What follows belongs to an exercise in optimizing a design on an open flow for small area, a short achievable clock period and few clock cycles per item; a production flow would make more cautious choices. RTL that was checked went through simulation tests only; none was proved equivalent to the original. No driver is modelled on the clock port, so clocking that relies on it looks cheaper here than on a real chip. No activity file was given, so power comes from the tool's default toggle rates.

Design first_substring_match_top, start of the top module:
module first_substring_match_top
(
  input  wire logic              clk,
  input  wire logic              rst,
  input  wire logic              in_valid,
  output logic                   in_ready,
  input  wire logic [7:0]        hay_byte,
  input  wire logic              last_byte,
  output logic                   out_valid,
  input  wire logic              out_ready,
  output logic                   found,
  output logic [31:0]            offset,
  input  wire logic              psel,
  input  wire logic              penable,
  input  wire logic              pwrite,
  input  wire logic [4:0]        paddr,
  input  wire logic [63:0]       pwdata,
  output logic [63:0]            prdata,
  output logic                   pready
);
  logic [63:0] cfg_first;
  logic [63:0] cfg_next;
  logic [4:0]  cfg_len;
  logic        wr_first;
  logic        wr_next;
  logic        wr_len;
  logic        setup_wr;
  logic        rst_r;
  logic [63:0] wdata;
  logic        a_v;
  logic [7:0]  a_byte;
  logic        a_last;
  logic        out_valid_nx;
  assign pready   = 1'b1;
  assign setup_wr = psel && !penable && pwrite;
  always_ff @(posedge clk) begin
    if (rst) begin
      wr_first <= 1'b0;
      wr_next  <= 1'b0;
      wr_len   <= 1'b0;
    end else begin
      wr_first <= setup_wr && (paddr[4:3] == 2'd0);
      wr_next  <= setup_wr && (paddr[4:3] == 2'd1);
      wr_len   <= setup_wr && (paddr[4:3] == 2'd2);
    end
  end
  always_ff @(posedge clk) begin
    rst_r <= rst;
  end
  assign wdata = rst_r ? 64'd0 : pwdata;
  always_ff @(posedge clk) begin
    if (wr_first || rst_r) cfg_first <= wdata;
    if (wr_next  || rst_r) cfg_next  <= wdata;
    if (wr_len   || rst_r) cfg_len   <= wdata[4:0];
  end
  always_ff @(posedge clk) begin
  ...
Size in the first run: ~190 I/O pins.
export LEC_CHECK = 0
export ABC_AREA = 1
export CAP_MARGIN = 20
export CORE_MARGIN = 2
export CORE_UTILIZATION = 60
export CTS_CLUSTER_DIAMETER = 100
export CTS_CLUSTER_SIZE = 30
export SETUP_SLACK_MARGIN = 4.7
export SLEW_MARGIN = 20
export BUFFER_PORTS_ARGS = -buffer_cell sky130_fd_sc_hd__buf_2
create_clock -name core_clock -period 7.0 [get_ports {clk}]
standard.sh (not shown) runs the stock make flow with config.mk's settings and CLKGATE_MAP_FILE= SYNTH_SCRIPT=/design/flow/synth_recipe.tcl, a recipe that flattens the netlist after the stock synthesis.
==> flow/flow/run.sh <==
#!/bin/bash
# Standard layout, with the port buffers made of buf_2 instead of the
# cell buffer_ports picks by default.
echo 'export BUFFER_PORTS_ARGS = -buffer_cell sky130_fd_sc_hd__buf_2' >> config.mk
bash standard.sh > standard.log 2>&1
Then changed:
--- a/flow/config.mk
+++ b/flow/config.mk
@@ -8 +8 @@
-export ABC_AREA = 1
+export ABC_CLOCK_PERIOD_IN_PS = 2500
Outcome: The new run finished clean. Routed wire length shrinks by about a fifth. Synthesized cell count went down by about a fifth. Non-clock buffer count is lower by 25. Register-to-register slack is better by 0.67 ns. Worst setup slack improved by 0.93 ns. Cell count is lower by about a fifth. Sequential power stays flat.
Function was not checked in any run of this note: the RTL went through the layout flow alone.


Another version of the RTL of first_substring_match_top (not shown whole).
Size in the first run: about 930 cells after synthesis, ~280 flip-flops.
// first_substring_match_top
module first_substring_match_top
(
  input  wire logic              clk,
  input  wire logic              rst,
  input  wire logic              in_valid,
  output logic                   in_ready,
  input  wire logic [7:0]        hay_byte,
  input  wire logic              last_byte,
  output logic                   out_valid,
  input  wire logic              out_ready,
  output logic                   found,
  output logic [31:0]            offset,
  input  wire logic              psel,
  input  wire logic              penable,
  input  wire logic              pwrite,
  input  wire logic [4:0]        paddr,
  input  wire logic [63:0]       pwdata,
  output logic [63:0]            prdata,
  output logic                   pready
);
Settings: LEC_CHECK=0, ABC_CLOCK_PERIOD_IN_PS=2000, CAP_MARGIN=20, CORE_MARGIN=2, CORE_UTILIZATION=60, CTS_CLUSTER_DIAMETER=100, CTS_CLUSTER_SIZE=30, SETUP_SLACK_MARGIN=4.55, SLEW_MARGIN=20, BUFFER_PORTS_ARGS=-buffer_cell sky130_fd_sc_hd__buf_1, POST_CTS_TCL=/design/flow/flow/flatten_cts.tcl; clock period 7.0 ns.
==> flow/flow/run.sh <==
#!/bin/bash
# Standard layout with two changes: the port buffers start as buf_1 instead
# of the cell buffer_ports picks by default (repair_timing sizes them up
# where timing needs it), and after CTS the clock tree's middle level is
# removed (flatten_cts.tcl) so that the leaf buffers hang straight off the
# root buffer.
echo 'export BUFFER_PORTS_ARGS = -buffer_cell sky130_fd_sc_hd__buf_1' >> config.mk
echo "export POST_CTS_TCL = $PWD/flow/flatten_cts.tcl" >> config.mk
bash standard.sh > standard.log 2>&1
==> flow/flow/flatten_cts.tcl <==
# POST_CTS hook: drop the clock tree's middle level, so the root buffer
# drives the leaf (sink cluster) buffers directly. The tree stays balanced:
# every register is still two buffers from the clock port.
set block [ord::get_db_block]
set removed 0
foreach inst [$block getInsts] {
  if {![string match "clkbuf_1_*" [$inst getName]]} { continue }
  set in_net [[$inst findITerm A] getNet]
  set out_net [[$inst findITerm X] getNet]
  foreach it [$out_net getITerms] {
    if {[$it getInst] eq $inst} { continue }
    $it disconnect
    $it connect $in_net
  }
  odb::dbInst_destroy $inst
  odb::dbNet_destroy $out_net
  incr removed
}
puts "flatten_cts: removed $removed middle clock buffers"
estimate_parasitics -placement
report_clock_latency
Testbench counts at the start, summed over its fixed seeds: cycles 381,470, bytes 379,052.
Rerun with:
==> flow/flow/run.sh (replaced) <==
#!/bin/bash
# Standard layout with two changes: the port buffers are buf_2 instead of
# the cell buffer_ports picks by default, and after CTS the clock tree's
# middle level is removed (flatten_cts.tcl) so that the leaf buffers hang
# straight off the root buffer.
echo 'export BUFFER_PORTS_ARGS = -buffer_cell sky130_fd_sc_hd__buf_2' >> config.mk
echo "export POST_CTS_TCL = $PWD/flow/flatten_cts.tcl" >> config.mk
bash standard.sh > standard.log 2>&1
BUFFER_PORTS_ARGS = -buffer_cell sky130_fd_sc_hd__buf_2   (was -buffer_cell sky130_fd_sc_hd__buf_1)
SETUP_SLACK_MARGIN = 4.65   (was 4.55)
The new run ran to the end with no violations.
Clock power went down by about 2%.
Power went up by 1.7%.
Cell area went up by about 8%.
Non-clock buffer count went up by 46.
Global-route usage went up by 0.86 points.
Worst setup slack gets worse by 25 ps.
Clock skew stays flat.
Utilization went up by 5.4 points.
Rerun with:
==> flow/flow/run.sh (replaced) <==
#!/bin/bash
# Standard layout, with the port buffers made of buf_2 instead of the
# cell buffer_ports picks by default.
echo 'export BUFFER_PORTS_ARGS = -buffer_cell sky130_fd_sc_hd__buf_2' >> config.mk
bash standard.sh > standard.log 2>&1
POST_CTS_TCL = default   (was /design/flow/flow/flatten_cts.tcl)
SETUP_SLACK_MARGIN = 4.55   (was 4.65)
removed: flow/flow/flatten_cts.tcl
Synthesized area is unchanged.
Design area went down by 5.8%.
Cell count falls by 3.3%.
Wire length decreases by 8.3%.
Clock-buffer cell count went up by 2.
Hold slack got worse by 9.9 ps.
Global-route usage goes down by 2.1 points.
Rerun with:
==> flow/flow/run.sh (replaced) <==
#!/bin/bash
# Standard layout with two changes: the port buffers are buf_2 instead of
# the cell buffer_ports picks by default, and after CTS the clock tree's
# middle level is removed (flatten_cts.tcl) so that the leaf buffers hang
# straight off the root buffer.
echo 'export BUFFER_PORTS_ARGS = -buffer_cell sky130_fd_sc_hd__buf_2' >> config.mk
echo "export POST_CTS_TCL = $PWD/flow/flatten_cts.tcl" >> config.mk
bash standard.sh > standard.log 2>&1
==> flow/flow/flatten_cts.tcl (new file) <==
# POST_CTS hook: drop the clock tree's middle level, so the root buffer
# drives the leaf (sink cluster) buffers directly. The tree stays balanced:
# every register is still two buffers from the clock port.
set block [ord::get_db_block]
set removed 0
foreach inst [$block getInsts] {
  if {![string match "clkbuf_1_*" [$inst getName]]} { continue }
  set in_net [[$inst findITerm A] getNet]
  set out_net [[$inst findITerm X] getNet]
  foreach it [$out_net getITerms] {
    if {[$it getInst] eq $inst} { continue }
    $it disconnect
    $it connect $in_net
  }
  odb::dbInst_destroy $inst
  odb::dbNet_destroy $out_net
  incr removed
}
puts "flatten_cts: removed $removed middle clock buffers"
estimate_parasitics -placement
report_clock_latency
POST_CTS_TCL = /design/flow/flow/flatten_cts.tcl   (was default)
First-iteration DRC count grows by 4.8%.
Worst hold slack is about the same.
Die area does not change.
Non-clock buffer count shrinks by 3.

[what the ideal ports hide]
The results above use ideal ports. As a check the final layouts listed here were re-extracted and re-timed, cells and wires unchanged. Step 1 (the two cells are an assumption about what drives the block):
set clk [get_ports {clk}]
set_driving_cell -lib_cell sky130_fd_sc_hd__clkbuf_16 $clk
set_driving_cell -lib_cell sky130_fd_sc_hd__buf_2 [delete_from_list [all_inputs] $clk]
Step 2, shift: input delay + t, output delay - t, t = (earliest + latest rising clock arrival at the registers) / 2. This alone moves slack from input paths to output paths. Slacks: no drivers / after step 1 / after step 2; pairs: no drivers / after step 1.
run	shift t [ns]	setup slack, ns	clock arrival spread, ns	worst slew at a driven data input, ns
the first run of note 1	0.528	3.479 / 3.467 / 2.939	0.025 / 0.025	0.06
the second run of note 1	0.526	4.409 / 4.388 / 3.862	0.025 / 0.025	0.06
the first run of note 2	0.477	4.598 / 4.563 / 4.109	0.023 / 0.022	0.06
the second run of note 2	0.456	4.573 / 4.537 / 4.265	0.026 / 0.026	0.08
the third run of note 2	0.526	4.579 / 4.533 / 4.219	0.015 / 0.015	0.05
the fourth run of note 2	0.470	4.613 / 4.567 / 4.267	0.016 / 0.017	0.05
After both steps setup and hold are still met in every run listed. For the second run of note 1, which loses most, drivers alone change the setup slack by -0.021 ns; drivers and shift together by -0.547 ns.
